What follows belongs to an exercise in optimizing a design on an open flow for small area, a short achievable clock period and few clock cycles; a production flow would make more cautious choices.
Only simulation tests tie the RTL to the original design; equivalence was not proved.
Power figures rest on the tool's default switching activity, not on a simulated workload.

==> build 97: inputs <==
Design diff_drive_odometry, start of the top module:
module diff_drive_odometry (
    input  logic         i_clk,
    input  logic         i_rst_n,
    input  logic         s_axis_tvalid,
    output logic         s_axis_tready,
    input  logic [63:0]  s_axis_tdata,
    output logic         m_axis_tvalid,
    input  logic         m_axis_tready,
    output logic [127:0] m_axis_tdata,
    input  logic         i_cfg_valid,
    output logic         o_cfg_ready,
    input  logic [2:0]   i_cfg_index,
    input  logic [27:0]  i_cfg_data
);
export LEC_CHECK = 0
export CAP_MARGIN = 20
export CORE_MARGIN = 2
export CORE_UTILIZATION = 60
export SETUP_SLACK_MARGIN = 5
export SLEW_MARGIN = 20
create_clock -name core_clock -period 11.0 [get_ports {i_clk}]
run.sh (not shown) runs the stock make flow with config.mk's settings and CLKGATE_MAP_FILE= SYNTH_SCRIPT=/design/flow/synth_recipe.tcl, a recipe that flattens the netlist after the stock synthesis.
==> inputs of build 55, as changes to build 97 <==
- CORE_UTILIZATION: 60 -> 40
==> out/qor.yml <==
status: "finished clean"
finalPower_mw: 24.2
clkPwrFrac_pct: 17.6
grtUsageMet2_pct: 46.3
p_sw_mw: 11.6
grtUsageMet3_pct: 4.31
die_h_um: 477
multi_input_area_um2: 63100
holdPathEnd: "r_left_scale[19]"
the above is filed under build 55

==> out/qor.yml <==
status: "finished clean"
multi_input_area_um2: 63200
finalPower_mw: 25.1
grtUsageMet2_pct: 63.7
die_h_um: 390
crit_fanout: 6
p_sw_mw: 12.5
grtUsageMet3_pct: 9.83
holdPathEnd: "r_turn_db[16]"
clkPwrFrac_pct: 15.8
the above is filed under build 97

Testbench counts of build 97, summed over its fixed seeds: cycles 41,842.
Testbench counts of build 55, summed over its fixed seeds: cycles 41,842.

========
==> run a <==
diff_drive_odometry, a different RTL version from the one above (not shown whole).
Settings: LEC_CHECK=0, CAP_MARGIN=20, CORE_MARGIN=2, CORE_UTILIZATION=40, SETUP_SLACK_MARGIN=5, SLEW_MARGIN=20; clock period 11.0 ns.
==> inputs of run b, as changes to run a <==
--- a/flow/design.v
+++ b/flow/design.v
@@ -88,21 +88,15 @@
             5'd23: w_at = 32'sd127;
             default: w_at = 32'sd0;
         endcase
     end
     assign w_tx = i_y >>> i_i;
     assign w_ty = i_x >>> i_i;
-    logic        w_neg;
-    logic [32:0] w_sx, w_sy, w_sz;
-    assign w_neg = i_z[31];
-    assign w_sx  = {i_x, 1'b1} + {(w_neg ? w_tx : ~w_tx), ~w_neg};
-    assign w_sy  = {i_y, 1'b1} + {(w_neg ? ~w_ty : w_ty), w_neg};
-    assign w_sz  = {i_z, 1'b1} + {(w_neg ? w_at : ~w_at), ~w_neg};
-    assign o_x   = w_sx[32:1];
-    assign o_y   = w_sy[32:1];
-    assign o_z   = w_sz[32:1];
+    assign o_x  = i_z[31] ? i_x + w_tx : i_x - w_tx;
+    assign o_y  = i_z[31] ? i_y - w_ty : i_y + w_ty;
+    assign o_z  = i_z[31] ? i_z + w_at : i_z - w_at;
 endmodule
 import ddo_pkg::*;
 module diff_drive_odometry (
     input  logic         i_clk,
     input  logic         i_rst_n,
     input  logic         s_axis_tvalid,
@@ -114,13 +108,14 @@
     input  logic         i_cfg_valid,
     output logic         o_cfg_ready,
     input  logic [2:0]   i_cfg_index,
     input  logic [27:0]  i_cfg_data
 );
     localparam logic [3:0] F_IDLE = 4'd0, F_ML = 4'd1, F_LW = 4'd2, F_MR = 4'd3, F_RW = 4'd4,
-                           F_MT   = 4'd5, F_TW = 4'd6, F_WRAP = 4'd8, F_DONE = 4'd9;
+                           F_MT   = 4'd5, F_TW = 4'd6, F_NH = 4'd7, F_WRAP = 4'd8,
+                           F_DONE = 4'd9;
     localparam logic [2:0] C_IDLE = 3'd0, C_HDIV = 3'd1, C_HDONE = 3'd2, C_CD = 3'd3,
                            C_WAIT = 3'd4, C_SCD  = 3'd5, C_FIN   = 3'd6;
     localparam logic [2:0] M_IDLE = 3'd0, M_MX = 3'd1, M_XU = 3'd2, M_MY = 3'd3,
                            M_YU   = 3'd4, M_MR2 = 3'd5, M_SW = 3'd6, M_CINIT = 3'd7;
     logic [23:0] r_left_scale, r_right_scale, r_inv_track;
     logic [19:0] r_turn_db;
@@ -159,28 +154,26 @@
     logic [1:0]  w_div_q;
     logic signed [31:0] w_cor_x, w_cor_y, w_cor_z;
     logic        w_f_step, w_m_step, w_f_mul, w_m_busy;
     assign w_f_step = (r_fst == F_ML) || (r_fst == F_MR) || (r_fst == F_MT);
     assign w_m_step = (r_mst == M_MX) || (r_mst == M_MY) || (r_mst == M_MR2);
     assign w_f_mul  = w_f_step || (r_fst == F_LW) || (r_fst == F_RW) || (r_fst == F_TW);
-    assign w_m_busy = ((r_mst != M_IDLE) && (r_mst != M_YU)) || (r_cst == C_WAIT);
+    assign w_m_busy = (r_mst != M_IDLE) || (r_cst == C_WAIT);
     ddo_mul u_mul (.i_a(r_ma), .i_acc(r_acc), .i_b(r_mb[7:0]), .i_bsig(r_blast),
                    .o_acc(w_mul_acc), .o_low(w_mul_low));
     ddo_div u_div (.i_rem(r_rem), .i_nb(r_nq[47:46]), .i_den(r_dmag), .o_rem(w_div_rem), .o_q(w_div_q));
     ddo_cordic u_cor (.i_x(r_cx), .i_y(r_cy), .i_z(r_cz), .i_i(r_ccnt),
                       .o_x(w_cor_x), .o_y(w_cor_y), .o_z(w_cor_z));
     logic [15:0] w_lc, w_rc, w_lc_mag;
     assign w_lc     = s_axis_tdata[15:0];
     assign w_rc     = s_axis_tdata[31:16];
     assign w_lc_mag = w_lc[15] ? 16'd0 - w_lc : w_lc;
     logic signed [40:0] w_wr;
     logic signed [41:0] w_diff;
     assign w_wr   = $signed({r_acc[24:0], r_mb[39:24]});
-    logic [42:0] w_diff_s;
-    assign w_diff_s = {42'(w_wr), 1'b1} + {(r_flneg ? 42'(r_fl) : ~(42'(r_fl))), !r_flneg};
-    assign w_diff   = $signed(w_diff_s[42:1]);
+    assign w_diff = r_flneg ? 42'(w_wr) + 42'(r_fl) : 42'(w_wr) - 42'(r_fl);
     logic [59:0] w_gx;
     logic        w_pneg, w_pfrac, w_big;
     logic [32:0] w_m33;
     logic [31:0] w_dmag_new;
     logic        w_dsat;
     assign w_pneg  = r_acc[47];
@@ -194,79 +187,62 @@
             w_dmag_new = w_dsat ? 32'h8000_0000 : w_m33[31:0];
         end else begin
             w_dsat     = w_big || w_m33[32] || w_m33[31];
             w_dmag_new = w_dsat ? 32'h7FFF_FFFF : w_m33[31:0];
         end
     end
-    logic [34:0] w_nh_s;
-    logic signed [33:0] w_nh_new;
-    assign w_nh_s   = {34'(r_heading), 1'b1} + {r_acc[21:0], r_mb[39:28], (w_pneg & w_pfrac)};
-    assign w_nh_new = w_dsat ? (w_pneg ? 34'(r_heading) - 34'sh8000_0000
-                                       : 34'(r_heading) + 34'sh7FFF_FFFF)
-                             : $signed(w_nh_s[34:1]);
     logic        w_ge_pi, w_lt_mpi, w_gt_hpi, w_lt_mhpi, w_in_range;
     logic signed [33:0] w_ang_a, w_ang_b, w_ang_sum;
-    logic        w_ang_cin, w_fneg, w_z0neg;
-    localparam logic signed [33:0] ATAN0_Q28 = 34'sd210828714;    
+    logic        w_ang_cin, w_fneg;
     assign w_ge_pi    = r_fnh >= PI_Q28;
     assign w_lt_mpi   = r_fnh < -PI_Q28;
     assign w_gt_hpi   = r_fnh > HALF_PI_Q28;
     assign w_lt_mhpi  = r_fnh < -HALF_PI_Q28;
     assign w_in_range = !w_ge_pi && !w_lt_mpi;
     always_comb begin
         w_ang_cin = 1'b0;
         w_fneg    = 1'b0;
-        w_z0neg   = 1'b0;
         w_ang_a   = r_fnh;
-        if (w_ge_pi)            w_ang_b = -TWO_PI_Q28;
+        if (r_fst == F_NH) begin
+            w_ang_a   = 34'(r_heading);
+            w_ang_b   = r_fdneg ? ~$signed({2'b0, r_fdmag}) : $signed({2'b0, r_fdmag});
+            w_ang_cin = r_fdneg;
+        end else if (w_ge_pi)   w_ang_b = -TWO_PI_Q28;
         else if (w_lt_mpi)      w_ang_b = TWO_PI_Q28;
         else if (w_gt_hpi) begin
-            w_ang_b = -PI_Q28 + ATAN0_Q28;
+            w_ang_b = -PI_Q28;
             w_fneg  = 1'b1;
-            w_z0neg = 1'b1;
         end else if (w_lt_mhpi) begin
-            w_ang_b = PI_Q28 - ATAN0_Q28;
+            w_ang_b = PI_Q28;
             w_fneg  = 1'b1;
-        end else if (r_fnh[33]) begin
-            w_ang_b = ATAN0_Q28;
-            w_z0neg = 1'b1;
-        end else                w_ang_b = -ATAN0_Q28;
+        end else                w_ang_b = '0;
     end
-    logic [34:0] w_ang_s;
-    assign w_ang_s   = {w_ang_a, 1'b1} + {w_ang_b, w_ang_cin};
-    assign w_ang_sum = $signed(w_ang_s[34:1]);
+    assign w_ang_sum = w_ang_a + w_ang_b + 34'(w_ang_cin);
     logic [47:0] w_qc;
     logic        w_qneg;
     logic signed [47:0] w_r;
     logic signed [32:0] w_cdp, w_sdp;
     logic        w_same;
-    assign w_qc   = r_ovf ? RADIUS_CAP : r_nq;
+    assign w_qc   = (r_ovf || (r_nq > RADIUS_CAP)) ? RADIUS_CAP : r_nq;
     assign w_qneg = r_lneg ^ r_dneg;
-    logic [48:0] w_r_s;
-    assign w_r_s  = {8'd0, r_half, 1'b1} + {(w_qneg ? ~w_qc : w_qc), w_qneg};
-    assign w_r    = $signed(w_r_s[48:1]);
+    assign w_r    = $signed({8'd0, r_half}) + $signed(w_qneg ? ~w_qc : w_qc) + 48'(w_qneg);
     assign w_same = (r_n0 == r_cneg);
-    logic [33:0] w_cdp_s, w_sdp_s;
-    assign w_cdp_s = {33'(r_c0), 1'b1} + {(w_same ? ~(33'(r_cx)) : 33'(r_cx)), w_same};
-    assign w_sdp_s = {33'(r_s0), 1'b1} + {(w_same ? ~(33'(r_cy)) : 33'(r_cy)), w_same};
-    assign w_cdp   = $signed(w_cdp_s[33:1]);
-    assign w_sdp   = $signed(w_sdp_s[33:1]);
+    assign w_cdp  = w_same ? 33'(r_c0) - 33'(r_cx) : 33'(r_c0) + 33'(r_cx);
+    assign w_sdp  = w_same ? 33'(r_s0) - 33'(r_cy) : 33'(r_s0) + 33'(r_cy);
     logic signed [57:0] w_f;
     logic        w_ffrac, w_fbig, w_sg, w_cin;
     logic signed [31:0] w_pos;
     logic signed [35:0] w_psum;
     logic signed [31:0] w_pos_new;
     assign w_f     = $signed({r_acc, r_mb[39:30]});
     assign w_ffrac = r_acc[47] && (|r_mb[29:0]);
     assign w_fbig  = !((&w_f[57:33]) || !(|w_f[57:33]));
     assign w_sg    = (r_mst == M_XU) ? r_sgx : r_sgy;
     assign w_pos   = (r_mst == M_XU) ? r_x : r_y;
     assign w_cin   = w_sg ? !w_ffrac : w_ffrac;
-    logic [36:0] w_psum_s;
-    assign w_psum_s = {36'(w_pos), 1'b1} + {(w_sg ? ~w_f[35:0] : w_f[35:0]), w_cin};
-    assign w_psum   = $signed(w_psum_s[36:1]);
+    assign w_psum  = 36'(w_pos) + (w_sg ? ~w_f[35:0] : w_f[35:0]) + 36'(w_cin);
     always_comb begin
         if (w_fbig)
             w_pos_new = (w_sg ^ w_f[57]) ? 32'sh8000_0000 : 32'sh7FFF_FFFF;
         else if ((&w_psum[35:31]) || !(|w_psum[35:31]))
             w_pos_new = w_psum[31:0];
         else
@@ -329,20 +305,21 @@
                 F_IDLE: if (s_axis_tvalid && !w_m_busy) r_fst <= F_ML;
                 F_ML:   if (r_fcnt == 2'd1) r_fst <= F_LW;
                 F_LW:   r_fst <= F_MR;
                 F_MR:   if (r_fcnt == 2'd1) r_fst <= F_RW;
                 F_RW:   r_fst <= F_MT;
                 F_MT:   if (r_fcnt == 2'd2) r_fst <= F_TW;
-                F_TW:   r_fst <= F_WRAP;
+                F_TW:   r_fst <= F_NH;
+                F_NH:   r_fst <= F_WRAP;
                 F_WRAP: if (w_in_range) r_fst <= F_DONE;
                 F_DONE: if (w_take) r_fst <= F_IDLE;
                 default: r_fst <= F_IDLE;
             endcase
             if (w_cstart) begin
                 r_cx   <= CORDIC_GAIN_Q30;
-                r_cy   <= w_z0neg ? -CORDIC_GAIN_Q30 : CORDIC_GAIN_Q30;
+                r_cy   <= '0;
                 r_cneg <= w_fneg;
                 r_cst  <= C_CD;
             end else begin
                 case (r_cst)
                     C_IDLE: begin
                         if (!r_half_ok) begin
@@ -351,13 +328,13 @@
                                 r_half_ok <= 1'b1;
                             end else begin
                                 r_cst <= C_HDIV;
                             end
                         end
                     end
-                    C_HDIV:  if (r_ccnt == 5'd22) r_cst <= C_HDONE;
+                    C_HDIV:  if (r_ccnt == 5'd23) r_cst <= C_HDONE;
                     C_HDONE: begin
                         r_half    <= r_nq[39:0];
                         r_half_ok <= 1'b1;
                         r_cst     <= C_IDLE;
                     end
                     C_CD, C_SCD: begin
@@ -386,13 +363,13 @@
                     r_mst <= r_mstr ? M_CINIT : M_IDLE;
                 end
                 M_MR2: if (r_mcnt == 3'd1) r_mst <= M_SW;
                 M_SW:  r_mst <= M_MX;
                 M_CINIT: begin
                     r_cx   <= CORDIC_GAIN_Q30;
-                    r_cy   <= w_z0neg ? -CORDIC_GAIN_Q30 : CORDIC_GAIN_Q30;
+                    r_cy   <= '0;
                     r_cneg <= w_fneg;
                     r_cst  <= C_SCD;
                     r_mst  <= M_IDLE;
                 end
                 default: r_mst <= M_IDLE;
             endcase
@@ -414,13 +391,13 @@
             end
         end
     end
     always_ff @(posedge i_clk) begin
         r_fcnt <= w_f_step ? r_fcnt + 2'd1 : 2'd0;
         r_mcnt <= w_m_step ? r_mcnt + 3'd1 : 3'd0;
-        if (w_cstart || r_mst == M_CINIT) r_ccnt <= 5'd1;
+        if (w_cstart) r_ccnt <= '0;
         else if (r_cst == C_HDIV || r_cst == C_CD || r_cst == C_SCD) r_ccnt <= r_ccnt + 5'd1;
         else r_ccnt <= '0;
         r_blast <= ((r_fst == F_MR) && (r_fcnt == 2'd0)) ||
                    ((r_mst == M_MR2) && (r_mcnt == 3'd0)) ||
                    ((r_mst == M_MX || r_mst == M_MY) && (r_mcnt == 3'd3));
         if (w_rd) begin
@@ -468,18 +445,18 @@
         if (w_rd)                 r_ymul <= w_sdp;
         else if (r_mst == M_SW)   r_ymul <= 33'(r_cx);
         case (r_fst)
             F_TW: begin
                 r_fdmag <= w_dmag_new;
                 r_fdneg <= w_pneg && (w_dmag_new != 32'd0);
-                r_fnh   <= w_nh_new;
             end
-            F_WRAP: begin
+            F_NH: begin
+                r_fnh   <= w_ang_sum;
                 r_fturn <= (r_fdmag != 32'd0) && (r_fdmag >= 32'(r_turn_db));
-                if (!w_in_range) r_fnh <= w_ang_sum;
             end
+            F_WRAP: if (!w_in_range) r_fnh <= w_ang_sum;
             default: ;
         endcase
         if (w_rd) begin
             r_sgx  <= r_n0;
             r_sgy  <= !r_n0;
             r_mstr <= 1'b0;
@@ -487,25 +464,25 @@
             r_mstr <= 1'b1;
         end else if (r_mst == M_SW) begin
             r_sgx  <= r_cneg;
             r_sgy  <= r_cneg;
         end
         if (w_cstart) begin
-            r_rem  <= 32'(r_fl[39:18]);
-            r_nq   <= {r_fl[17:0], 30'd0};
+            r_rem  <= 32'(r_fl[39:20]);
+            r_nq   <= {r_fl[19:0], 28'd0};
             r_dmag <= r_fdmag;
-            r_ovf  <= 32'(r_fl[39:18]) >= r_fdmag;
+            r_ovf  <= 32'(r_fl[39:20]) >= r_fdmag;
             r_lneg <= r_flneg;
             r_dneg <= r_fdneg;
             r_cz   <= w_ang_sum[31:0] <<< 2;
             r_c0   <= r_cx;
             r_s0   <= r_cy;
             r_n0   <= r_cneg;
         end else if (r_cst == C_IDLE && !r_half_ok) begin
             r_rem  <= '0;
-            r_nq   <= 48'd1 << 41;
+            r_nq   <= 48'd1 << 39;
             r_dmag <= 32'(r_inv_track);
         end else if (r_cst == C_HDIV || r_cst == C_CD || r_cst == C_SCD) begin
             r_rem <= w_div_rem;
             r_nq  <= {r_nq[45:0], w_div_q};
             if (r_cst != C_HDIV) r_cz <= w_cor_z;
         end
SETUP_SLACK_MARGIN = not set   (was 5)
==> comparison <==
- Of run b and run a, run a has the higher combinational power (gap 27%, measured against run a).
- Against run a, the global-route usage of run b is lower by 0.96 points.
- Area after synthesis: run a is higher than run b (0.23%).
- In run a the synthesized cell count is larger than in run b, by 2.1%.
- In run b the design area is smaller than in run a, by 3.1%.
- Hold slack: run b is better than run a (0.014 ns).
- Of run a and run b, run a has the higher first-iteration DRC count (gap 8.6%, measured against run b).
- Clock-buffer cell count: run a is higher than run b (3).
- Of run a and run b, run a has the higher via count (gap about 4%, measured against run b).
- Of run b and run a, run a has the higher routed wire length (gap 6.0%, measured against run a).
- In run b the power is smaller than in run a, by 19%.
==> figures <==
Standard cell core area: run b 0.214 sq mm; run a 0.214 sq mm
Met3 track demand over resource in global routing: run b 4.76%; run a 4.01%
Leakage Power: run b 38.8 nW; run a 40.6 nW
Post-layout net count: run b 11100; run a 11400
Diode insertion count for antenna repair: run b 31; run a 17
Number of antenna violations at the first check in global routing: run b 39; run a 18
Comb group: run b 18.0 mW; run a 24.5 mW
Slowest stage cell, crit path: run b sky130_fd_sc_hd__nand2_1; run a sky130_fd_sc_hd__fa_1
Clock network power consumption: run b 4.30 mW; run a 4.22 mW
Initial core utilization: run b 40.2%; run a 40.2%
Layout-to-synthesis area ratio: run b 1.106x; run a 1.140x
Result of the run: run b timing/DRC/antenna clean; run a timing/DRC/antenna clean
Switch Pwr: run b 13.1 mW; run a 16.2 mW
Critical hold path startpoint: run b r_fcnt[0]; run a r_fdneg
Total number of sequential cells: run b 963; run a 933
Number of filler cells placed in the layout: run b 20800; run a 20800
Clock-cell share of area: run b 4.48%; run a 4.28%
GR met2 Demand/Resource: run b 43.5%; run a 45.1%
Worst vdd rail ir drop: run b 0.000513 V; run a 0.000754 V
Area of the multi-input gates: run b 0.0570 sq mm; run a 0.0588 sq mm
Period utilization: run b 69.1%; run a 53.9%
Count of buffers not belonging to the clock network in the layout: run b 365; run a 495
Final cell utilization of the core: run b 44.5%; run a 45.8%
Testbench counts of run a, summed over its fixed seeds: cycles 43,643.
Testbench counts of run b, summed over its fixed seeds: cycles 46,301.

## afterwards: timing with drivers on the ports
In the flow no input, the clock included, has a driving cell. The finished layouts below were timed again as built, in two steps.
Step 1 sets driving cells, clkbuf_16 on the clock port and buf_2 on the other inputs (assumed; they add their load-dependent delay and slew).
Step 2 times the ports against the registers' clock, not the clock port: input delays grow and output delays shrink by t, the midpoint of the rising clock arrivals with the driver on.
Slacks: ideal ports / drivers / drivers and shift; pairs: ideal ports / drivers.
| run | t (ns) | setup WS [ns] | hold slack, ns | worst slew at a driven data input, ns | pins driven straight from the clock port |
|---|---|---|---|---|---|
| build 97 | 0.841 | 4.904 / 4.904 / 4.454 | 0.455 / 0.455 / 0.455 | 0.23 | 1 |
| build 55 | 0.867 | 5.002 / 5.002 / 4.315 | 0.453 / 0.453 / 0.453 | 0.09 | 1 |
| run a | 0.881 | 5.069 / 4.994 / 4.351 | 0.436 / 0.436 / 0.436 | 0.15 | 1 |
| run b | 0.897 | 3.395 / 3.395 / 3.395 | 0.450 / 0.450 / 0.450 | 0.20 | 1 |
After both steps setup and hold are still met in every run listed. The setup slack of run a, which loses most, moves by -0.075 ns with the drivers and by -0.718 ns with both steps.
